Source: an optimization exercise on an open RTL-to-GDS flow (aim: small area). Production flows keep margins and buffers that such runs may drop. Where RTL was checked, it was by simulation tests only, not by an equivalence proof against the original. The RTL of runs 1 and 2 was laid out without a check of its function. Power figures rest on the tool's default switching activity, not on a simulated workload.

==> design.v <==
package lrupr_pkg;
  localparam int FRAMES    = 8;
  localparam int PAGE_BITS = 16;
endpackage
module lru_page_replacement_unit (
  input  logic        clk,
  input  logic        rst_n,
  input  logic        cfg_valid,
  output logic        cfg_ready,
  input  logic [3:0]  cfg_data,
  input  logic        in_tvalid,
  output logic        in_tready,
  input  logic [15:0] in_tdata,    
  input  logic        in_tuser,    
  output logic        out_tvalid,
  input  logic        out_tready,
  output logic [55:0] out_tdata    
);
  localparam logic [1:0] S_IDLE = 2'd0;
  localparam logic [1:0] S_SCAN = 2'd1;
  localparam logic [1:0] S_UPD  = 2'd2;
  localparam logic [1:0] S_PRES = 2'd3;
  logic [1:0]  state_r;
  logic [2:0]  phase_r;       
  logic [3:0]  valid_r;       
  logic [2:0]  nm1_r;         
  logic [31:0] fault_r;
  logic [15:0] pg_r;          
  logic        hit_r;
  logic        ev_r;
  logic [2:0]  slot_r;
  logic [2:0]  lim_r;
  logic [15:0] ring_pg [8];
  logic [2:0]  ring_rk [8];
  logic [15:0] cur_pg;
  logic [2:0]  cur_rk;
  logic [15:0] nxt_pg;
  logic [2:0]  nxt_rk;
  logic        cur_act;
  logic        cur_val;
  logic        at_slot;
  logic        empty;
  logic        last;
  logic        start;
  assign cfg_ready = 1'b1;
  assign cur_pg  = ring_pg[7];
  assign cur_rk  = ring_rk[7];
  assign cur_act = (phase_r <= nm1_r);
  assign cur_val = ({1'b0, phase_r} < valid_r);
  assign at_slot = (phase_r == slot_r);
  assign empty   = (valid_r <= {1'b0, nm1_r});
  assign last    = (phase_r == 3'd7);
  assign in_tready = (state_r == S_UPD) && last;
  assign start     = (state_r == S_IDLE) && last && in_tvalid;
  always_comb begin
    nxt_pg = cur_pg;
    nxt_rk = cur_rk;
    if (state_r == S_UPD) begin
      if (at_slot) begin
        nxt_rk = 3'd0;
        if (!hit_r) begin
          nxt_pg = in_tdata;
        end
      end else if (cur_val && ((!hit_r && empty) || (cur_rk < lim_r))) begin
        nxt_rk = cur_rk + 3'd1;
      end
    end
  end
  always_ff @(posedge clk) begin
    ring_pg[0] <= nxt_pg;
    ring_rk[0] <= nxt_rk;
    for (int i = 1; i < 8; i++) begin
      ring_pg[i] <= ring_pg[i-1];
      ring_rk[i] <= ring_rk[i-1];
    end
  end
  always_ff @(posedge clk) begin
    if (!rst_n) begin
      nm1_r <= 3'd7;
    end else if (cfg_valid) begin
      if (cfg_data[3]) begin
        nm1_r <= 3'd7;
      end else if (cfg_data[2:0] == 3'd0) begin
        nm1_r <= 3'd0;
      end else begin
        nm1_r <= cfg_data[2:0] - 3'd1;
      end
    end
  end
  always_ff @(posedge clk) begin
    if (!rst_n) begin
      state_r <= S_IDLE;
      phase_r <= 3'd0;
      valid_r <= 4'd0;
      fault_r <= 32'd0;
    end else begin
      phase_r <= phase_r + 3'd1;
      unique case (state_r)
        S_IDLE: begin
          if (start) begin
            state_r <= S_SCAN;
            if (in_tuser) begin
              valid_r <= 4'd0;
              fault_r <= 32'd0;
            end
          end
        end
        S_SCAN: begin
          if (last) begin
            state_r <= S_UPD;
          end
        end
        S_UPD: begin
          if (last) begin
            state_r <= S_PRES;
            if (!hit_r) begin
              if (empty) begin
                valid_r <= valid_r + 4'd1;
              end
              if (fault_r != 32'hFFFF_FFFF) begin
                fault_r <= fault_r + 32'd1;
              end
            end
          end
        end
        default: begin
          if (out_tready) begin
            state_r <= S_IDLE;
          end
        end
      endcase
    end
  end
  always_ff @(posedge clk) begin
    unique case (state_r)
      S_IDLE: begin
        if (start) begin
          hit_r  <= 1'b0;
          slot_r <= 3'd0;
          lim_r  <= 3'd0;
        end
      end
      S_SCAN: begin
        if (!hit_r && cur_act) begin
          if (cur_val && (cur_pg == in_tdata)) begin
            hit_r  <= 1'b1;
            slot_r <= phase_r;
            lim_r  <= cur_rk;
          end else if (!cur_val) begin
            if ({1'b0, phase_r} == valid_r) begin
              slot_r <= phase_r;
            end
          end else if (cur_rk > lim_r) begin
            slot_r <= phase_r;
            lim_r  <= cur_rk;
          end
        end
      end
      S_UPD: begin
        if (at_slot) begin
          pg_r <= (!hit_r && !empty) ? cur_pg : 16'd0;
        end
        if (last) begin
          ev_r <= !hit_r && !empty;
        end
      end
      default: begin
      end
    endcase
  end
  assign out_tvalid = (state_r == S_PRES);
  assign out_tdata  = {3'b000, fault_r, pg_r, ev_r, slot_r, hit_r};
endmodule
==> run.sh <==
#!/bin/bash
# synth_recipe.tcl (not shown) runs the flow's synth.tcl, then flattens the netlist and writes it again
# the make line also repeats each setting of config.mk as NAME=value (left out here)
make -C /OpenROAD-flow-scripts/flow DESIGN_CONFIG=/design/flow/config.mk WORK_HOME=/design/flow/orfs CLKGATE_MAP_FILE= SYNTH_SCRIPT=/design/flow/synth_recipe.tcl finish
==> config.mk <==
export PLATFORM = sky130hd
export DESIGN_NAME = lru_page_replacement_unit
export DESIGN_NICKNAME = lru_page_replacement_unit
export VERILOG_FILES = /design/flow/design.v
export SDC_FILE = /design/flow/constraint.sdc
export NUM_CORES = 4
export LEC_CHECK = 0
export ABC_AREA = 1
export CAP_MARGIN = 20
export CORE_MARGIN = 2
export CORE_UTILIZATION = 60
export CTS_BUF_LIST = sky130_fd_sc_hd__clkbuf_2 sky130_fd_sc_hd__clkbuf_4
export CTS_CLUSTER_SIZE = 20
export SLEW_MARGIN = 20
==> constraint.sdc <==
create_clock -name core_clock -period 5.0 [get_ports {clk}]
set_input_delay 1.0000 -clock core_clock [delete_from_list [all_inputs] [get_ports {clk}]]
set_output_delay 1.0000 -clock core_clock [all_outputs]
set_load 0.01 [all_outputs]
==> out/results.txt, run 1 <==
run status -> complete, no violations
GP Congestion -> 0.874
post-synthesis compound-gate area fraction -> 4.99%
Post-Place Setup Slack -> 1490 ps
height of the chip -> 117 um
largest family of logic cells by synthesized area -> simple AND/OR/NAND/NOR gates
Crit Reg-Reg Startpoint -> state_r[0]$_SDFFE_PN0P_
Simple-Gate Fraction of Synth Area -> 21.1%
total die area -> 13700 um2
clock sink count -> 220
Int Pwr -> 0.00314 W
cell count after synthesis -> 845
Starting Density -> 61.0%
clock insertion delay at the later pin of the skew report -> 670 ps
CTS tree -> yes
Reg-to-Reg End -> fault_r[25]$_SDFFE_PN0P_
CP Capture Type -> primary output
DR WL/cell -> 14.3 um
IO Count -> 85
Clk pwr share -> 34.9%
final critical-path required period -> 3500 ps
Switch Pwr -> 0.00121 W
final setup margin -> 1500 ps
worst reg2reg setup slack -> 1570 ps
clk buf depth -> 3
Hold Path End -> ring_rk[4][1]$_DFF_P_
DRC Markers -> 0
post-cts sizing count -> 0
Final #Nets -> 1011
RSZ-0062 raised after global routing -> no
worst hold start -> ring_rk[3][1]$_DFF_P_
final setup vio count -> 0
worst path arrival time -> 2500 ps
Post-CTS Hold Fix Bufs -> 0
worst hold slack -> 288 ps
die span in x -> 117 um
Worst Hold Class -> reg -> reg
drt initial violations -> 320
Worst Skew -> 43.2 ps
pin count of the biggest net entering global routing -> 33
post-route core utilization -> 74.0%
CTS Buf Count -> 52
HPWL Detailed -> 11.7 mm
via count -> 5864
total gr overflow -> 0
Tot Pwr -> 0.00435 W
slowest cell on the critical path -> ha_1
Clock transition at path regs -> 70 ps
sequential element share of the synthesized area -> 60.8%
cell count of the worst hold path -> 0
Net Sw Frac -> 27.9%
FP Rows -> 41
fillcell total -> 975
share of layout cells above drive strength 1 -> 10.4%
H-tree Lvls -> 2
fin crit share -> 70.1%
setup TNS -> 0 ps
DRT Pass-1 Iters -> 4
vias per inst -> 4.99
post-synthesis xor/xnor area fraction -> 1.95%
Core Footprint -> 12500 um2
top cell type's share of synthesized area -> 51.4%
Area Overhead vs Synth -> 21.2%
Max Fanout on Critical Path -> 15
CTS Root Cell -> clkbuf_4
first-pass GRT wire length -> 27.0 mm
Post-CTS Setup Inserts -> 0
Post-Syn Area -> 7640 um2
#FFs+latches synth -> 220
Hold Fails Final Rpt -> 0
Most common cell on crit path -> inv_1
final wirelength -> 16.8 mm
slew margin rel. -> 33.3%
crit path cell chain -> inv_1 > ha_1 > nand2_1 > inv_1 > clkdlybuf4s50_1
Flop pwr share -> 50.9%
GRT Util Overall -> 25.4%
Synth area leaders -> dfxtp_1, edfxtp_1, nand2_1, nor2_1, inv_1
Static Leak -> 4.03 nW
ANT cells -> 0
number of global-route vias before repair -> 5823
post-synthesis adder-cell area fraction -> 3.93%
VDD IR max -> 387 uV
Worst Path Required -> 4000 ps
max-cap viol count -> 0
Power Density -> 470 nW/um2
crit path launch type -> flip-flop
Synth Warn # -> 3
average size of a mapped cell -> 9.04 um2
post-synthesis mux area share -> 0%
Reg2Reg Depth -> 11
CP peak stage delay -> 580 ps
measured slew at the worst slew-check pin -> 999 ps
combinational share of power -> 14.3%
Max Transition Viols Final -> 0
Routed Antenna Nets -> 0
dominant cell type by area after synthesis -> dfxtp_1
port bufs -> 80
Yosys cell types -> 34
fmax -> 285 MHz
crit path kind -> reg -> out
initial antenna violation count -> 0
-- worst max path at each step --
stage / depth (start not counted) / endpoint / from
4_1_cts: 5 / in_tready / state_r[0]$_SDFFE_PN0P_
5_1_grt: 11 / fault_r[25]$_SDFFE_PN0P_ / state_r[0]$_SDFFE_PN0P_
3_5_place_dp: 10 / fault_r[25]$_SDFFE_PN0P_ / in_tvalid
6_report: 5 / in_tready / state_r[0]$_SDFFE_PN0P_
3_3_place_gp: 10 / fault_r[25]$_SDFFE_PN0P_ / in_tvalid
2_1_floorplan: 8 / ring_pg[0][10]$_DFF_P_ / state_r[0]$_SDFFE_PN0P_
-- layout make-up --
cell class / instances / area, um2 / share of cell area, %
inverters: 110 / 413 / 4.46
repair buffers: 81 / 808 / 8.73
flip-flops and latches: 220 / 4640 / 50.2
clock inverters: 16 / 119 / 1.28
well taps: 172 / 215 / 2.32
clock buffers: 80 / 601 / 6.49
multi-input cells: 496 / 2460 / 26.6
-- power by group through the flow --
stage / Clock (W) / Combinational (W) / Sequential (W)
2_1_floorplan: 0 / 0.000425 / 0.00221
3_3_place_gp: 0 / 0.000569 / 0.00223
3_5_place_dp: 0 / 0.000608 / 0.00225
4_1_cts: 0.00155 / 0.000615 / 0.00221
5_1_grt: 0.00164 / 0.000690 / 0.00224
6_report: 0.00152 / 0.000620 / 0.00221
-- cell usage in the layout, fill, tap and decap left out, types with 2 or more instances in the layout --
cell / instances
o21bai_2: 4
clkinv_1: 13
xor2_1: 7
o21bai_1: 4
dfxtp_1: 196
o21ai_0: 22
nand2_2: 2
nor2_1: 129
nor3_1: 8
inv_1: 104
and2_1: 2
clkbuf_4: 80
bufinv_16: 2
ha_1: 24
inv_2: 5
nand2_1: 175
o211ai_1: 4
a21oi_1: 30
clkdlybuf4s50_1: 80
nor2_2: 2
nand4_1: 16
conb_1: 4
nand3_1: 45
edfxtp_1: 24
xnor2_1: 10
-- kinds of logic after synthesis --
group | after synthesis
xor gates and xnor gates | 17
DFF | 220
and+or+nand+nor | 385
adders and majority gates | 24
other | 2
AOI/OAI and AO/OA | 66
buffers and inverters | 131
-- Yosys cell counts --
master	count
buf_4	6
ha_1	24
and2_1	2
nand2_1	175
nor3_1	8
nand2_2	2
nor2_2	1
buf_6	4
nand3_4	1
a211oi_1	1
nand3b_1	1
o211ai_1	4
or2_2	1
edfxtp_1	24
nand4_1	16
nand2_4	1
o21ai_0	22
clkbuf_1	9
xor2_1	7
nor3_4	1
xnor2_1	10
nor2_4	1
conb_1	2
nor2_1	130
o21bai_2	4
clkinv_1	1
inv_1	104
buf_2	2
inv_2	5
a21oi_1	30
nand3_1	45
o21bai_1	4
a21oi_2	1
dfxtp_1	196
-- worst max-delay path, delay by kind of cell (launching register included) --
kind / cells / cell delay [ps]
AND/OR/NAND/NOR: 1 / 140
buffers and inverters: 3 / 780
flip-flops: 1 / 350
adder cells (fa/ha/maj): 1 / 580
-- metal layers --
layer	GRT usage, %	routed length (um)	up-vias
met1	32.3	7500	2745
met3	5.66	783	40
met5	0	0	-
met4	11.8	444	0
li1	-	-	2904
met2	41.5	8060	175
-- through the flow --
step | cells | instance area, um2
after floorplan | 847 | 7650
after global placement | 1079 | 8540
after detailed placement | 1079 | 8540
after CTS | 1175 | 9260
after global routing | 1175 | 9260
final | 1175 | 9260
-- registers in the layout (all words and copies together) (netlist names), 3 cells and up --
| name | count |
|---|---|
| nm1_r | 3 |
| slot_r | 3 |
| valid_r | 4 |
| phase_r | 3 |
| ring_pg | 128 |
| fault_r | 32 |
| lim_r | 3 |
| pg_r | 16 |
| ring_rk | 24 |
==> run 2: changes to the inputs <==
--- a/config.mk
+++ b/config.mk
@@ -11,4 +11,4 @@
 export CORE_UTILIZATION = 60
-export CTS_BUF_LIST = sky130_fd_sc_hd__clkbuf_2 sky130_fd_sc_hd__clkbuf_4
-export CTS_CLUSTER_SIZE = 20
+export CTS_BUF_LIST = sky130_fd_sc_hd__clkbuf_4 sky130_fd_sc_hd__clkbuf_8
+export CTS_CLUSTER_SIZE = 30
 export SLEW_MARGIN = 20
==> run 2 against run 1 <==
  * Setup slack improved by 100 ps
  * Global-route usage shrank 0.26 points
  * Die area unchanged
  * Largest cell class unchanged
  * Largest power group unchanged
  * Highest routed layer unchanged
==> out/results.txt, run 2 <==
worst hold slack -> 321 ps (+33.3 ps)
slew margin rel. -> 32.2% (-1.1 points)
CTS Root Cell -> clkbuf_8
clock sink count -> 220 (unchanged)
run status -> complete, no violations
final setup vio count -> 0 (unchanged)
dominant cell type by area after synthesis -> dfxtp_1
ANT cells -> 0 (unchanged)
Worst Path Required -> 5370 ps (+1370 ps)
Core Footprint -> 12500 um2 (unchanged)
most frequent cells after synthesis -> dfxtp_1, nand2_1, nor2_1
Multi-input gate area -> 2460 um2 (unchanged)
measured slew at the worst slew-check pin -> 1010 ps (+16.1 ps)
Crit. path cell count -> 11 (+6)
share of layout cells above drive strength 1 -> 8.08% (-2.3 points)
count leader, synth -> dfxtp_1
CTS Buf Count -> 34 (-35%)
cell count after synthesis -> 845 (unchanged)
DR WL/cell -> 15.0 um (+4.7%)
sequential element share of the synthesized area -> 60.8% (unchanged)
crit path kind -> reg -> reg
height of the chip -> 117 um (unchanged)
initial antenna violation count -> 0 (unchanged)
top cell type's share of synthesized area -> 51.4% (unchanged)
CP peak stage delay -> 580 ps (about the same)
GP Congestion -> 0.874 (unchanged)
fmax -> 294 MHz (+3.1%)
#FFs+latches synth -> 220 (unchanged)
setup TNS -> 0 ps (unchanged)
die span in x -> 117 um (unchanged)
via count -> 5749 (-2.0%)
Synth Flop Type -> dfxtp_1
Worst Skew -> 24.2 ps (-19.0 ps)
Critical path buffers and inverters -> 3 (unchanged)
DP Area -> 8540 um2 (unchanged)
crit path cell chain -> inv_1 > ha_1 > inv_2 > nand2_1 > nand2_1 > nor3_4 > nand2_4 > nand2_1 > nand2_2 > inv_2 > nor2_1
Hold Fails Final Rpt -> 0 (unchanged)
IO Count -> 85 (unchanged)
worst path arrival time -> 3770 ps (+1270 ps)
CTS tree -> yes
fin crit share -> 68.0% (-2.1 points)
biggest regs -> ring_pg (128), fault_r (32), ring_rk (24)
Yosys cell types -> 34 (unchanged)
first-pass GRT wire length -> 26.7 mm (-0.90%)
fillcell total -> 954 (-2.2%)
CP Capture Type -> flip-flop
Starting Density -> 61.0% (unchanged)
final critical-path required period -> 3400 ps (-104 ps)
DRC Markers -> 0 (unchanged)
Area Overhead vs Synth -> 21.5%
Static Leak -> 4.00 nW (-0.72%)
average size of a mapped cell -> 9.04 um2 (unchanged)
total die area -> 13700 um2 (unchanged)
Post-CTS Hold Fix Bufs -> 0 (unchanged)
Reg2Reg Depth -> 11 (unchanged)
Worst Hold Class -> reg -> reg
Final #Nets -> 993 (-1.8%)
final wirelength -> 17.0 mm (+1.3%)
Most common cell on crit path -> nand2_1
Synth Warn # -> 3 (unchanged)
post-cts sizing count -> 0 (unchanged)
sequential cell area -> 4640 um2 (unchanged)
design area -> 9280 um2 (+0.23%)
GRT Util Overall -> 25.1% (-0.26 points)
FFs w/ async S/R, synth -> 0% (unchanged)
Max Fanout on Critical Path -> 30 (+15)
FP Rows -> 41 (unchanged)
VDD IR max -> 437 uV (+13%)
DRT Pass-1 Iters -> 5 (+1)
Routed Antenna Nets -> 0 (unchanged)
Post-Syn Area -> 7640 um2 (unchanged)
Post-Place Setup Slack -> 1490 ps (unchanged)
EDFF count, synth -> 24 (unchanged)
Top delay family on crit path -> simple AND/OR/NAND/NOR gates
final setup margin -> 1600 ps (+104 ps)
pin count of the biggest net entering global routing -> 33 (unchanged)
Synth area leaders -> dfxtp_1, edfxtp_1, nand2_1, nor2_1, inv_1
Tot Pwr -> 0.00444 W (+2.1%)
clock insertion delay at the later pin of the skew report -> 500 ps (-170 ps)
commonest non-fill, non-tap cell in the layout -> dfxtp_1
most frequent cells in the layout -> dfxtp_1, nand2_1, nor2_1
max reg flops -> 128 (unchanged)
number of global-route vias before repair -> 5648 (-3.0%)
H-tree Lvls -> 2 (unchanged)
max-cap viol count -> 0 (unchanged)
HPWL Detailed -> 11.7 mm (unchanged)
vias per inst -> 5.06 (+1.3%)
slowest cell on the critical path -> nor3_4
Power Density -> 478 nW/um2 (+1.9%)
drt initial violations -> 320 (unchanged)
Max Transition Viols Final -> 0 (unchanged)
RSZ-0062 raised after global routing -> no
clk buf depth -> 3 (unchanged)
Biggest register -> ring_pg
Clock transition at path regs -> 70 ps (about the same)
crit path launch type -> flip-flop
Post-CTS Setup Inserts -> 0 (unchanged)
total gr overflow -> 0 (unchanged)
port bufs -> 80 (unchanged)
cell count of the worst hold path -> 0 (unchanged)
==> run 2: cell counts after synthesis <==
No cell type changed its count.
==> run 2: cell type report <==
cell class                      count  share of cell area (%)
Sequential cell                   220                    50.0
Inverter                          110                    4.45
Tap cell                          172                    2.32
Clock inverter                      7                   0.957
Multi-Input combinational cell    496                    26.5
Timing Repair Buffer               81                    8.71
Clock buffer                       51                    7.02
==> run 2: final timing paths <==
kind | start | slack, ps | end
max | state_r[0]$_SDFFE_PN0P_ | 1600 | fault_r[25]$_SDFFE_PN0P_
min | ring_pg[2][3]$_DFF_P_ | 320 | ring_pg[3][3]$_DFF_P_
max reg2reg | state_r[0]$_SDFFE_PN0P_ | 1600 | fault_r[25]$_SDFFE_PN0P_
min reg2reg | ring_pg[2][3]$_DFF_P_ | 320 | ring_pg[3][3]$_DFF_P_
==> run 2: logic make-up (layout without fill, tap and decap cells) <==
logic type / Yosys count / after routing / share of synthesized area (%)
AND/OR/NAND/NOR: 385 / 385 / 21.1
buffers and inverters: 131 / 249 / 7.16
XOR/XNOR: 17 / 17 / 1.95
adder cells (fa/ha/maj): 24 / 24 / 3.93
flip-flops: 220 / 220 / 60.8
other: 2 / 4 / 0.0983
AO/OA/AOI/OAI: 66 / 66 / 4.99
==> run 2: metal layers <==
metal  vias to the layer above  GRT usage, %  routed length (um)
met5                         -             0                   0
met4                         0          9.18                 311
met3                        27          4.94                1050
met2                       188          42.5                8270
met1                      2698          32.2                7370
li1                       2836             -                   -
==> run 2: worst register-to-register path, delay by kind of cell (launching register included) <==
kind                     cells  cell delay, ps
AND/OR/NAND/NOR              7            1680
buffers and inverters        3             670
adder cells (fa/ha/maj)      1             570
flip-flops                   1             350
==> run 2: metrics by stage <==
step	std cells	utilization, %
6_report	1137	74.2
5_1_grt	1137	74.2
4_1_cts	1137	74.2
3_5_place_dp	1079	68.2
3_3_place_gp	1079	68.2
2_1_floorplan	847	-
==> run 2: power breakdown <==
group          switching [W]  internal [W]  total (W)
logic               0.000405      0.000220   0.000625
clock network       0.000662      0.000938    0.00160
registers           0.000133       0.00208    0.00222
total                0.00120       0.00324    0.00444
==> run 3: changes to the inputs <==
--- a/design.v
+++ b/design.v
@@ -43,3 +43,3 @@
   logic        last;
-  logic        start;
+  logic        in_xfer;
   assign cfg_ready = 1'b1;
@@ -52,4 +52,4 @@
   assign last    = (phase_r == 3'd7);
-  assign in_tready = (state_r == S_UPD) && last;
-  assign start     = (state_r == S_IDLE) && last && in_tvalid;
+  assign in_tready = (state_r == S_IDLE) && last;
+  assign in_xfer   = in_tvalid && in_tready;
   always_comb begin
@@ -61,3 +61,3 @@
         if (!hit_r) begin
-          nxt_pg = in_tdata;
+          nxt_pg = pg_r;
         end
@@ -99,3 +99,3 @@
         S_IDLE: begin
-          if (start) begin
+          if (in_xfer) begin
             state_r <= S_SCAN;
@@ -136,3 +136,4 @@
       S_IDLE: begin
-        if (start) begin
+        if (in_xfer) begin
+          pg_r   <= in_tdata;
           hit_r  <= 1'b0;
@@ -144,3 +145,3 @@
         if (!hit_r && cur_act) begin
-          if (cur_val && (cur_pg == in_tdata)) begin
+          if (cur_val && (cur_pg == pg_r)) begin
             hit_r  <= 1'b1;
--- a/config.mk
+++ b/config.mk
@@ -7,8 +7,5 @@
 export LEC_CHECK = 0
-export ABC_AREA = 1
 export CAP_MARGIN = 20
 export CORE_MARGIN = 2
-export CORE_UTILIZATION = 60
-export CTS_BUF_LIST = sky130_fd_sc_hd__clkbuf_4 sky130_fd_sc_hd__clkbuf_8
-export CTS_CLUSTER_SIZE = 30
+export CORE_UTILIZATION = 40
 export SLEW_MARGIN = 20
==> run 3 against run 2 <==
  * Die area grew 50%
  * Combinational power shrank 72%
  * Setup slack gained 170 ps
  * Synthesized cell count shrank 20%
  * Utilization shrank 24 points
  * Clock power grew 8%
  * Sequential power shrank 17%
  * Fmax grew 5.1%
  * Area after synthesis grew 1.0%
  * Via count shrank 5.8%
  * Critical endpoint is now in_tready
==> out/results.txt, run 3 <==
top cell type's share of synthesized area -> 50.8% (-0.52 points)
ANT cells -> 0 (unchanged)
GRT Util Overall -> 17.5% (-7.6 points)
crit path launch type -> flip-flop
final setup vio count -> 0 (unchanged)
Core Footprint -> 18800 um2 (+50%)
max-cap viol count -> 0 (unchanged)
total gr overflow -> 0 (unchanged)
port bufs -> 80 (unchanged)
Post-CTS Setup Inserts -> 0 (unchanged)
CP peak stage delay -> 550 ps (-30 ps)
final wirelength -> 17.6 mm (+3.6%)
Static Leak -> 3.47 nW (-13%)
RSZ-0062 raised after global routing -> no
CTS Root Cell -> clkbuf_16
via count -> 5414 (-5.8%)
Tot Pwr -> 0.00373 W (-16%)
measured slew at the worst slew-check pin -> 855 ps (-160 ps)
max reg flops -> 128 (unchanged)
clk buf depth -> 3 (unchanged)
VDD IR max -> 258 uV (-41%)
IO Count -> 85 (unchanged)
run status -> complete, no violations
dominant cell type by area after synthesis -> dfxtp_1
Power Density -> 392 nW/um2 (-18%)
Worst Path Required -> 4000 ps (-1370 ps)
average size of a mapped cell -> 11.5 um2 (+27%)
worst reg2reg setup slack -> 2150 ps (+550 ps)
slew margin rel. -> 42.2% (+10 points)
Critical Path Source -> phase_r[1]$_SDFF_PN0_
Synth Flop Type -> dfxtp_1
Synth Warn # -> 3 (unchanged)
worst hold slack -> 317 ps (-3.84 ps)
crit path kind -> reg -> out
number of global-route vias before repair -> 5452 (-3.5%)
setup TNS -> 0 ps (unchanged)
CTS tree -> yes
vias per inst -> 5.26 (+4.1%)
crit path cell chain -> ha_1 > ha_1 > and2_1 > clkdlybuf4s50_1
first-pass GRT wire length -> 28.5 mm (+6.7%)
die span in x -> 143 um (+22%)
FFs w/ async S/R, synth -> 0% (unchanged)
worst path arrival time -> 2240 ps (-1530 ps)
Post-CTS Hold Fix Bufs -> 0 (unchanged)
Hold Fails Final Rpt -> 0 (unchanged)
clock insertion delay at the later pin of the skew report -> 500 ps (about the same)
Post-Syn Area -> 7720 um2 (+1.0%)
#FFs+latches synth -> 220 (unchanged)
EDFF count, synth -> 24 (unchanged)
GP Congestion -> 0.865 (-0.95%)
commonest non-fill, non-tap cell in the layout -> dfxtp_1
Placed Cells -> 987 (-8.5%)
Starting Density -> 41.0% (-20 points)
Routed Antenna Nets -> 0 (unchanged)
cell count after synthesis -> 672 (-20%)
Max Fanout on Critical Path -> 7 (-77%)
slowest cell on the critical path -> clkdlybuf4s50_1
Crit Reg-Reg Startpoint -> state_r[0]$_SDFFE_PN0P_
pin count of the biggest net entering global routing -> 30 (-9.1%)
Yosys cell types -> 66 (+94%)
FP Rows -> 50 (+22%)
CTS Buf Count -> 23 (-32%)
sequential element share of the synthesized area -> 60.2% (-0.61 points)
fmax -> 309 MHz (+5.1%)
Synth area leaders -> dfxtp_1, edfxtp_1, ha_1, nand2_1, mux2_2
HPWL Detailed -> 12.0 mm (+2.8%)
fin cells -> 1029 (-9.5%)
DRC Markers -> 0 (unchanged)
Area Overhead vs Synth -> 23.4%
clock sink count -> 220 (unchanged)
most frequent cells after synthesis -> dfxtp_1, nand2_1, nand3_1
post-route core utilization -> 50.6% (-24 points)
post-cts sizing count -> 0 (unchanged)
share of layout cells above drive strength 1 -> 10.5% (+2.5 points)
Final #Nets -> 802 (-19%)
worst hold start -> ring_pg[6][15]$_DFF_P_
count leader, synth -> dfxtp_1
Most common cell on crit path -> ha_1
Worst Hold Class -> reg -> reg
initial antenna violation count -> 0 (unchanged)
Worst Skew -> 11.9 ps (-12.3 ps)
Biggest register -> ring_pg
drt initial violations -> 334 (+4.4%)
biggest regs -> ring_pg (128), fault_r (32), ring_rk (24)
Max Transition Viols Final -> 0 (unchanged)
H-tree Lvls -> 1 (-1)
most frequent cells in the layout -> dfxtp_1, clkdlybuf4s50_1, nand2_1
total die area -> 20400 um2 (+50%)
fin crit share -> 64.7% (-3.3 points)
DR WL/cell -> 17.1 um (+14%)
final critical-path required period -> 3240 ps (-165 ps)
height of the chip -> 143 um (+22%)
Clock transition at path regs -> 70 ps (about the same)
DRT Pass-1 Iters -> 5 (unchanged)
CP Capture Type -> primary output
[run 3: cell count changes after synthesis, sizes merged, moves of 14 or more]
cell | before | now
nand2 | 178 | 61
nor2 | 132 | 16
inv | 109 | 22
nand3 | 46 | 28
a21oi | 31 | 14
mux2 | 0 | 16
o2bb2ai | 0 | 16
nor4 | 0 | 14
o221a | 0 | 14
[run 3: area by class of cell]
cell class	count	area, um2
Clock buffer	29	628
Clock inverter	13	149
Fill cell	1700	9310
Inverter	22	82.6
Multi-Input combinational cell	397	2830
Sequential cell	220	4640
Tap cell	260	325
Timing Repair Buffer	88	865
[run 3: cell families after synthesis]
family,count (synthesis),synth area share [%]
buffers and inverters,57,3.37
XOR/XNOR,19,2.16
multiplexers,20,2.85
flip-flops,220,60.2
adder cells (fa/ha/maj),24,3.89
AND/OR/NAND/NOR,206,15.2
other,2,0.0973
AO/OA/AOI/OAI,124,12.2
[run 3: final timing paths]
| path | endpoint | depth (start not counted) |
|---|---|---|
| setup / recovery | in_tready | 4 |
| hold / removal | ring_pg[7][15]$_DFF_P_ | 0 |
| setup reg to reg | fault_r[10]$_SDFFE_PN0P_ | 6 |
| hold reg to reg | ring_pg[7][15]$_DFF_P_ | 0 |
[run 3: per-layer routing]
layer | share of wire, % | track usage, % | wire [um] | vias up
met3 | 4.7 | 3.42 | 822 | 33
met2 | 47 | 29.3 | 8290 | 139
met1 | 46 | 22.9 | 8100 | 2641
met5 | 0 | 0 | 0 | -
li1 | - | - | - | 2601
met4 | 2.3 | 5.11 | 406 | 0
[run 3: worst max-delay path: cells and delay by family (launching register included)]
| family | cells | cell delay [ps] |
|---|---|---|
| adders and majority gates | 2 | 510 |
| buffers and inverters | 1 | 550 |
| and+or+nand+nor | 1 | 220 |
| DFF | 1 | 450 |
[run 3: per-stage QoR]
| step | setup slack (ps) | instance area (um2) |
|---|---|---|
| 2_1_floorplan | 2150 | 7730 |
| 3_3_place_gp | 1890 | 8730 |
| 3_5_place_dp | 1750 | 8750 |
| 4_1_cts | 1740 | 9520 |
| 5_1_grt | 1610 | 9520 |
| 6_report | 1760 | 9520 |
[run 3: power by group]
group	internal [W]	total (W)	switching, W	leakage (nW)
Clock	0.00105	0.00173	0.000679	0.385
Sequential	0.00181	0.00184	0.0000224	1.79
Combinational	0.0000836	0.000172	0.0000879	1.30
Total	0.00294	0.00373	0.000789	3.47

-- static timing again, ports no longer ideal --
How much do the figures lean on ideal ports? The routed layouts below were timed once more, with nothing changed but the port constraints.
Step 1: set_driving_cell puts a clkbuf_16 on clk and a buf_2 on each other input, an assumption about the parent block.
Step 2 also shifts input and output timing later by t, the mid clock arrival at the registers, as if the neighbouring blocks saw the same clock.
Slacks: no drivers / after step 1 / after step 2; pairs: no drivers / after step 1.
| run | shift t [ns] | setup WS [ns] | worst hold slack (ns) | slew at the worst register clock pin (ns) |
|---|---|---|---|---|
| run 1 | 0.678 | 1.495 / 1.462 / 1.448 | 0.288 / 0.288 / 0.288 | 0.08 / 0.08 |
| run 2 | 0.530 | 1.600 / 1.588 / 1.456 | 0.321 / 0.321 / 0.321 | 0.07 / 0.07 |
| run 3 | 0.544 | 1.765 / 1.719 / 1.756 | 0.317 / 0.317 / 0.317 | 0.07 / 0.07 |
After both steps every run listed still meets setup and hold. For run 2, which loses most, drivers alone change the setup slack by -0.012 ns; drivers and shift together by -0.144 ns.
